This is an optimization exercise on Yosys and OpenROAD, whose aim is small area and a short achievable clock period, not a production implementation.
In this exercise RTL edits were held to simulation tests only and were not proved equivalent to the original.
Power figures rest on the tool's default switching activity, not on a simulated workload.

==> design/flow/design.v <==
package icache_pkg;
    typedef logic [32-1:0] addr_t;
    typedef logic [32-3-1:0] line_addr_t;
    typedef logic [64-1:0] block_t;
    typedef logic [4-1:0] mem_tag_t;
    localparam int LINE_IDX_BITS = $clog2(8);
    typedef logic [LINE_IDX_BITS-1:0] line_idx_t;
endpackage
module plru_tree (
    input  logic                  clock,
    input  logic                  reset,
    input  logic                  i_touch_valid,
    input  icache_pkg::line_idx_t i_touch_index,
    output icache_pkg::line_idx_t o_victim_index
);
    localparam int LINES = 8;
    localparam int NODES = LINES - 1;
    localparam int IDX_BITS = icache_pkg::LINE_IDX_BITS;
    logic [NODES-1:0] tree_q;
    logic [NODES-1:0] tree_d;
    function automatic int path_node(input logic [IDX_BITS-1:0] idx, input int level);
        path_node = (1 << level) - 1 + (idx >> (IDX_BITS - level));
    endfunction
    function automatic logic [IDX_BITS-1:0] victim_of(input logic [NODES-1:0] tree);
        int node;
        logic [IDX_BITS-1:0] idx;
        node = 0;
        idx = '0;
        for (int level = 0; level < IDX_BITS; level++) begin
            idx[IDX_BITS-1-level] = tree[node];
            node = 2 * node + 1 + tree[node];
        end
        victim_of = idx;
    endfunction
    always_comb begin
        tree_d = tree_q;
        if (i_touch_valid) begin
            for (int level = 0; level < IDX_BITS; level++) begin
                tree_d[path_node(i_touch_index, level)] = ~i_touch_index[IDX_BITS-1-level];
            end
        end
    end
    always_ff @(posedge clock) begin
        if (reset) begin
            tree_q <= '0;
        end else begin
            tree_q <= tree_d;
        end
    end
    assign o_victim_index = victim_of(tree_q);
endmodule
module icache_lines (
    input  logic                       clock,
    input  logic                       reset,
    input  logic [1:0]                 i_fetch_valid,
    input  icache_pkg::addr_t [1:0]    i_fetch_addr,
    input  icache_pkg::line_addr_t     i_snoop_line,
    input  logic                       i_fill_valid,
    input  icache_pkg::line_addr_t     i_fill_line,
    input  icache_pkg::block_t         i_fill_data,
    output logic [1:0]                 o_hit,
    output icache_pkg::block_t [1:0]   o_data,
    output logic                       o_snoop_hit,
    output logic                       o_full
);
    localparam int LINES = 8;
    localparam int ADDR_BITS = 32;
    localparam int OFFSET = 3;
    logic [LINES-1:0] valid_q;
    icache_pkg::line_addr_t       tag_q [0:LINES-1];
    icache_pkg::block_t           data_q [0:LINES-1];
    logic [LINES-1:0] match [0:1];
    icache_pkg::line_idx_t free_idx;
    icache_pkg::line_idx_t victim_idx;
    icache_pkg::line_idx_t fill_idx;
    always_comb begin
        for (int p = 0; p < 2; p++) begin
            o_hit[p] = 1'b0;
            o_data[p] = '0;
            for (int i = 0; i < LINES; i++) begin
                match[p][i] = i_fetch_valid[p] && valid_q[i]
                              && (tag_q[i] == i_fetch_addr[p][ADDR_BITS-1:OFFSET]);
                if (match[p][i]) begin
                    o_hit[p] = 1'b1;
                    o_data[p] = data_q[i];
                end
            end
        end
    end
    always_comb begin
        o_snoop_hit = 1'b0;
        for (int i = 0; i < LINES; i++) begin
            if (valid_q[i] && (tag_q[i] == i_snoop_line)) begin
                o_snoop_hit = 1'b1;
            end
        end
    end
    assign o_full = &valid_q;
    always_comb begin
        free_idx = '0;
        for (int i = LINES - 1; i >= 0; i--) begin
            if (!valid_q[i]) begin
                free_idx = icache_pkg::line_idx_t'(i);
            end
        end
    end
    assign fill_idx = o_full ? victim_idx : free_idx;
    plru_tree u_plru (
        .clock         (clock),
        .reset         (reset),
        .i_touch_valid (i_fill_valid),
        .i_touch_index (fill_idx),
        .o_victim_index(victim_idx)
    );
    always_ff @(posedge clock) begin
        if (reset) begin
            valid_q <= '0;
        end else if (i_fill_valid) begin
            valid_q[fill_idx] <= 1'b1;
        end
    end
    always_ff @(posedge clock) begin
        if (i_fill_valid) begin
            tag_q[fill_idx] <= i_fill_line;
            data_q[fill_idx] <= i_fill_data;
        end
    end
endmodule
module fill_mshr (
    input  logic                   clock,
    input  logic                   reset,
    input  icache_pkg::line_addr_t i_snoop_line,
    input  logic                   i_push,
    input  icache_pkg::mem_tag_t   i_push_tag,
    input  icache_pkg::line_addr_t i_push_line,
    input  icache_pkg::mem_tag_t   i_ret_tag,
    output logic                   o_snoop_hit,
    output logic                   o_fill_valid,
    output icache_pkg::line_addr_t o_fill_line
);
    localparam int DEPTH = 16;
    localparam int PTR_BITS = $clog2(DEPTH);
    logic [DEPTH-1:0] valid_q;
    icache_pkg::mem_tag_t         tag_q [0:DEPTH-1];
    icache_pkg::line_addr_t       line_q [0:DEPTH-1];
    logic [PTR_BITS-1:0] head_q;
    logic [PTR_BITS-1:0] tail_q;
    logic push_ok;
    logic pop;
    logic full;
    function automatic logic [PTR_BITS-1:0] ptr_inc(input logic [PTR_BITS-1:0] ptr);
        ptr_inc = (ptr == PTR_BITS'(DEPTH - 1)) ? '0 : ptr + 1'b1;
    endfunction
    assign push_ok = i_push && (i_push_tag != '0);
    assign full = valid_q[tail_q];
    assign pop = valid_q[head_q] && (i_ret_tag != '0) && (i_ret_tag == tag_q[head_q]);
    assign o_fill_valid = pop;
    assign o_fill_line = line_q[head_q];
    always_comb begin
        o_snoop_hit = 1'b0;
        for (int i = 0; i < DEPTH; i++) begin
            if (valid_q[i] && (line_q[i] == i_snoop_line)) begin
                o_snoop_hit = 1'b1;
            end
        end
    end
    always_ff @(posedge clock) begin
        if (reset) begin
            head_q <= '0;
            tail_q <= '0;
            valid_q <= '0;
        end else begin
            if (pop) begin
                valid_q[head_q] <= 1'b0;
                head_q <= ptr_inc(head_q);
            end
            if (push_ok) begin
                valid_q[tail_q] <= 1'b1;
                tail_q <= ptr_inc(tail_q);
            end
        end
    end
    always_ff @(posedge clock) begin
        if (push_ok) begin
            tag_q[tail_q] <= i_push_tag;
            line_q[tail_q] <= i_push_line;
        end
    end
endmodule
module stream_prefetcher (
    input  logic                   clock,
    input  logic                   reset,
    input  logic                   i_miss_valid,
    input  icache_pkg::line_addr_t i_miss_line,
    input  logic                   i_cache_hit,
    input  logic                   i_mshr_hit,
    input  logic                   i_cache_full,
    input  logic                   i_accepted,
    output icache_pkg::line_addr_t o_snoop_line,
    output logic                   o_req_valid,
    output icache_pkg::addr_t      o_req_addr
);
    localparam int DEPTH = 7;
    localparam int OFFSET = 3;
    localparam int COUNT_BITS = $clog2(DEPTH + 1);
    logic       miss_seen_q;
    icache_pkg::line_addr_t miss_line_q;
    logic                  stream_q;
    icache_pkg::line_addr_t            cursor_q;
    logic [COUNT_BITS-1:0] count_q;
    logic       new_miss;
    logic       cand_valid;
    icache_pkg::line_addr_t cand_line;
    logic       suppressed;
    logic       advance;
    assign new_miss = i_miss_valid && (!miss_seen_q || (i_miss_line != miss_line_q));
    always_comb begin
        cand_valid = 1'b0;
        cand_line = cursor_q + 1'b1;
        if (new_miss) begin
            cand_valid = 1'b1;
            cand_line = i_miss_line;
        end else if (stream_q && (!i_cache_full || (count_q < COUNT_BITS'(DEPTH)))) begin
            cand_valid = 1'b1;
        end
    end
    assign suppressed = i_cache_hit || i_mshr_hit;
    assign o_req_valid = cand_valid && !suppressed;
    assign advance = cand_valid && (suppressed || i_accepted);
    assign o_snoop_line = cand_line;
    assign o_req_addr = {cand_line, {OFFSET{1'b0}}};
    always_ff @(posedge clock) begin
        if (reset) begin
            miss_seen_q <= 1'b0;
            miss_line_q <= '0;
            stream_q <= 1'b0;
            cursor_q <= '0;
            count_q <= '0;
        end else begin
            if (!i_miss_valid) begin
                miss_seen_q <= 1'b0;
            end
            if (new_miss) begin
                count_q <= '0;
            end
            if (advance) begin
                if (new_miss) begin
                    miss_seen_q <= 1'b1;
                    miss_line_q <= i_miss_line;
                    stream_q <= 1'b1;
                    cursor_q <= i_miss_line;
                end else begin
                    cursor_q <= cand_line;
                    if (count_q != COUNT_BITS'(DEPTH)) begin
                        count_q <= count_q + 1'b1;
                    end
                end
            end
        end
    end
endmodule
module icache_subsystem (
    input  logic                     clock,
    input  logic                     reset,
    input  logic [1:0]               i_fetch_valid,
    input  icache_pkg::addr_t [1:0]  i_fetch_addr,
    input  logic                     i_mem_req_accepted,
    input  icache_pkg::mem_tag_t     i_mem_req_tag,
    input  icache_pkg::mem_tag_t     i_mem_data_tag,
    input  icache_pkg::block_t       i_mem_data,
    output logic [1:0]               o_hit,
    output icache_pkg::block_t [1:0] o_data,
    output logic                     o_mem_req_valid,
    output icache_pkg::addr_t        o_mem_req_addr
);
    localparam int ADDR_BITS = 32;
    localparam int OFFSET = 3;
    logic       miss_valid;
    icache_pkg::line_addr_t miss_line;
    icache_pkg::line_addr_t snoop_line;
    logic       cache_snoop_hit;
    logic       mshr_snoop_hit;
    logic       cache_full;
    logic       fill_valid;
    icache_pkg::line_addr_t fill_line;
    always_comb begin
        miss_valid = 1'b0;
        miss_line = i_fetch_addr[0][ADDR_BITS-1:OFFSET];
        if (i_fetch_valid[0] && !o_hit[0]) begin
            miss_valid = 1'b1;
        end else if (i_fetch_valid[1] && !o_hit[1]) begin
            miss_valid = 1'b1;
            miss_line = i_fetch_addr[1][ADDR_BITS-1:OFFSET];
        end
    end
    icache_lines u_lines (
        .clock        (clock),
        .reset        (reset),
        .i_fetch_valid(i_fetch_valid),
        .i_fetch_addr (i_fetch_addr),
        .i_snoop_line (snoop_line),
        .i_fill_valid (fill_valid),
        .i_fill_line  (fill_line),
        .i_fill_data  (i_mem_data),
        .o_hit        (o_hit),
        .o_data       (o_data),
        .o_snoop_hit  (cache_snoop_hit),
        .o_full       (cache_full)
    );
    fill_mshr u_mshr (
        .clock       (clock),
        .reset       (reset),
        .i_snoop_line(snoop_line),
        .i_push      (i_mem_req_accepted),
        .i_push_tag  (i_mem_req_tag),
        .i_push_line (snoop_line),
        .i_ret_tag   (i_mem_data_tag),
        .o_snoop_hit (mshr_snoop_hit),
        .o_fill_valid(fill_valid),
        .o_fill_line (fill_line)
    );
    stream_prefetcher u_prefetch (
        .clock       (clock),
        .reset       (reset),
        .i_miss_valid(miss_valid),
        .i_miss_line (miss_line),
        .i_cache_hit (cache_snoop_hit),
        .i_mshr_hit  (mshr_snoop_hit),
        .i_cache_full(cache_full),
        .i_accepted  (i_mem_req_accepted),
        .o_snoop_line(snoop_line),
        .o_req_valid (o_mem_req_valid),
        .o_req_addr  (o_mem_req_addr)
    );
endmodule
==> design/flow/run.sh <==
#!/bin/bash
# synth_recipe.tcl (not shown) runs the flow's synth.tcl, then flattens the netlist and writes it again
# the make line also repeats each setting of config.mk as NAME=value (left out here)
make -C /OpenROAD-flow-scripts/flow DESIGN_CONFIG=/design/flow/config.mk WORK_HOME=/design/flow/orfs CLKGATE_MAP_FILE= SYNTH_SCRIPT=/design/flow/synth_recipe.tcl finish
==> design/flow/config.mk <==
export PLATFORM = sky130hd
export DESIGN_NAME = icache_subsystem
export DESIGN_NICKNAME = icache_subsystem
export VERILOG_FILES = /design/flow/design.v
export SDC_FILE = /design/flow/constraint.sdc
export NUM_CORES = 4
export LEC_CHECK = 0
export CAP_MARGIN = 20
export CORE_MARGIN = 2
export CORE_UTILIZATION = 40
export SLEW_MARGIN = 20
==> design/flow/constraint.sdc <==
create_clock -name core_clock -period 15.0 [get_ports {clock}]
set_input_delay 3.0000 -clock core_clock [delete_from_list [all_inputs] [get_ports {clock}]]
set_output_delay 3.0000 -clock core_clock [all_outputs]
set_load 0.01 [all_outputs]
==> flow_summary.yaml <==
sta:
  max-slew-margin-rel: 0.111
  drv_slew: 0
  setup_viol: 0
  max_freq_ghz: 0.0671
  finalSetupTns_ps: 0
  finClkSkew_ps: 40.4
  grt_setup_unrepaired: "no"
  timing.hold.ws_ps: 487
  period_minus_slack_ps: 14890
  fin_ws_ps: 106
  period_share: 0.993
  hold_viol: 0
  max_slew.worst_pin.slew_ps: 1330
placement:
  placed_cell_area_sq_um: 88600
  port_buffers: 294
  place_ws_ps: 538
  gp_congestion: 1.05
  hpwl_mm: 277
floorplan:
  initial_core_util: 0.402
  dieArea_sq_um: 197000
  coreArea_sq_um: 192000
  num_rows: 161
  die_x_um: 444
  die_h_um: 444
  num_io_pins: 304
synth:
  ys_seq_area_frac: 0.521
  yosys.area_share.simple: 0.0984
  avgSynthCellArea_sq_um: 12.3
  synth_fa_ha_area_frac: 0.00323
  synth_flop_cell: "edfxtp_1"
  synth_seq_cells: 1378
  synth-warning-count: 6
  yosysTopAreaCellShare: 0.494
  synth.area.top_cells: "edfxtp_1 49%, mux2_2 9.3%, xor2_1 7.5%, mux4_2 4.9%, xnor2_1 4.9%"
  synth_top_family_by_area: "multiplexers"
  netlist_instances: 6268
  synth-edff-count: 1272
  synth_area_sq_um: 77400
  synth_cell_types: 96
  synthXorXnorAreaFrac: 0.124
  synth_compound_area_frac: 0.0745
  synth.area.mux_share: 0.149
  synthArstFlopShare: 0
  yosys.area.top_type: "edfxtp_1"
clocking:
  cts_max_path_buffers: 3
  cts.repair.resized: 0
  cts_tree: "built"
  root_buffer: "clkbuf_16"
  cts_made_buffers: 159
  clk_pin_slew_ps: 50
  cts_hold_buf: 0
  post_cts_buffers: 0
  worstSkewPairLatency_ps: 850
  cts_max_level: 4
  clkSinkCount: 1378
worst_setup_path:
  crit_required_ps: 12000
  cp_max_fo: 15
  crit_path_max_incr_delay_ps: 1000
  path_delay_family: "simple AND/OR/NAND/NOR gates"
  worstSetupPathType: "in2out"
  cpMostUsedCell: "buf_4"
  crit_path_end_kind: "primary output"
  critPathSlowestCell: "clkdlybuf4s50_1"
  cp.arrival_ps: 11890
  cp-start-kind: "primary input"
  path_buf_inv: 10
pwr:
  irDropWorstVdd_mv: 0.0997
  power_density_nw_per_um2: 104
  leakage_nw: 32.5
  power_w: 0.00973
final_layout:
  layout_commonest_cell: "edfxtp_1"
  area_growth_pct: 21.5
  final_nets: 7176
  layout_common_cells: "1272 x edfxtp_1, 664 x xor2_1, 638 x mux2_2"
  stdcell_area_sq_um: 94000
  drive_gt1_frac: 0.265
grt:
  grt_max_degree: 99
  antenna_found_initial: 50
  grt_pass1_wl_mm: 511
  grt_pass1_vias: 58692
  gr-total-overflow: 0
  grtUsageTotal: 0.381
routing:
  post_drt_wl_per_cell_um: 39.8
  drc_errors: 0
  drt_pass1_iterations: 6
  num_vias: 62726
  first_iter_violations: 9579
  viasPerCell: 6.47
  ant_nets: 0
  routed_wl_mm: 386
outcome:
  status: "timing/DRC/antenna clean"
worst_hold_path:
  holdCritPathClass: "reg2reg"
run:
  drv_cap: 0
## path summary, 6_finish.rpt
kind	slack, ps	cells after the start	to	start
worst min register to register	490	2	u_prefetch.miss_line_q[8]	u_prefetch.miss_line_q[8]
worst max-delay path	110	28	o_mem_req_valid	i_fetch_addr[23]
worst min-delay path	490	2	u_prefetch.miss_line_q[8]	u_prefetch.miss_line_q[8]
worst max register to register	6430	28	u_prefetch.miss_line_q[16]	u_lines.tag_q[5][17]
## Yosys cell counts (8+ instances only)
master,instances
edfxtp_1,1272
xor2_1,667
mux2_2,638
xnor2_1,429
a21oi_1,282
clkbuf_1,267
nor2_1,255
o21ai_0,227
nand2_1,226
nor4_1,203
nand4_1,189
mux4_2,170
o22ai_1,162
or3_1,151
nand3_1,145
inv_1,116
dfxtp_1,106
buf_2,89
nor3_1,69
mux2i_1,48
and3_1,42
o2111ai_1,42
buf_4,41
nand2b_1,32
buf_1,31
o21ai_1,30
o211ai_1,26
nor2b_1,21
ha_1,20
a22oi_1,18
a21boi_0,17
o221ai_1,17
a2111oi_0,14
and2_1,14
nand3b_1,11
a211oi_1,10
a31oi_1,10
and4_1,10
nor3b_1,10
nand4b_1,9
a32oi_1,8
## worst min-delay path, cell delays in order (launching register included)
cell     delay [ps]
dfxtp_1         310
o21ai_1          70
a21oi_1          60
## stage by stage
step           utilization  cells
2_1_floorplan            -   6270
3_3_place_gp         0.461   9380
3_5_place_dp         0.461   9380
4_1_cts              0.488   9669
5_1_grt              0.488   9684
6_report             0.489   9702
## logic make-up (layout without fill, tap and decap cells)
kind of cell,Yosys count,count (layout)
other,1,36
buffers and inverters,551,1424
AOI/OAI and AO/OA,941,941
and+or+nand+nor,1425,1425
muxes,856,856
xor gates and xnor gates,1096,1096
DFF,1378,1378
adders and majority gates,20,20
## flip-flops by register name, summed over array words and instances, names as in the netlist, 8 cells and up, named ones only
register and flops:
u_mshr.tag_q 64, u_mshr.valid_q 16, u_mshr.line_q 464, u_prefetch.cursor_q 29
u_lines.tag_q 232, u_lines.valid_q 8, u_lines.data_q 512, u_prefetch.miss_line_q 29
## metal layers
metal / vias up / track usage / part of all wire
met3: 978 / 0.0893 / 0.11
met1: 32002 / 0.515 / 0.40
met5: - / 0 / 0.00037
li1: 25305 / - / -
met2: 4419 / 0.551 / 0.42
met4: 22 / 0.237 / 0.073
## power breakdown
part | leakage [nW] | internal (W) | switching [W]
Sequential | 12.3 | 0.00426 | 0.0000363
Clock | 2.57 | 0.00230 | 0.00170
Combinational | 17.6 | 0.000482 | 0.000960
## layout make-up
class / instances / area [sq um]
clock inverter: 82 / 948
inverter: 121 / 457
antenna: 33 / 82.6
clock buffer: 207 / 4350
tap: 2526 / 3160
fill: 16975 / 98400
sequential: 1378 / 40300
timing repair buffer: 1014 / 9460
multi-input combinational: 4341 / 35200

## afterwards: timing with drivers on the ports
In the flow no input, the clock included, has a driving cell. The finished layout below was timed again as built, in two steps.
Step 1, drivers: a clkbuf_16 drives clock and a buf_2 each remaining input, both assumed.
Step 2 also shifts input and output timing later by t, the mid clock arrival at the registers, as if the neighbouring blocks saw the same clock.
Three values: no drivers, after step 1, after step 2; two values: the first two.
shift t [ns]: 0.931
setup WS [ns]: 0.106 / 0.082 / 0.082
hold slack, ns: 0.487 / 0.487 / 0.487
worst slew at a driven data input, ns: 0.14
cell pins on the clock port's net: 1
After both steps this run still meets setup and hold. The setup slack of this run moves by -0.024 ns with the drivers and by -0.024 ns with both steps.
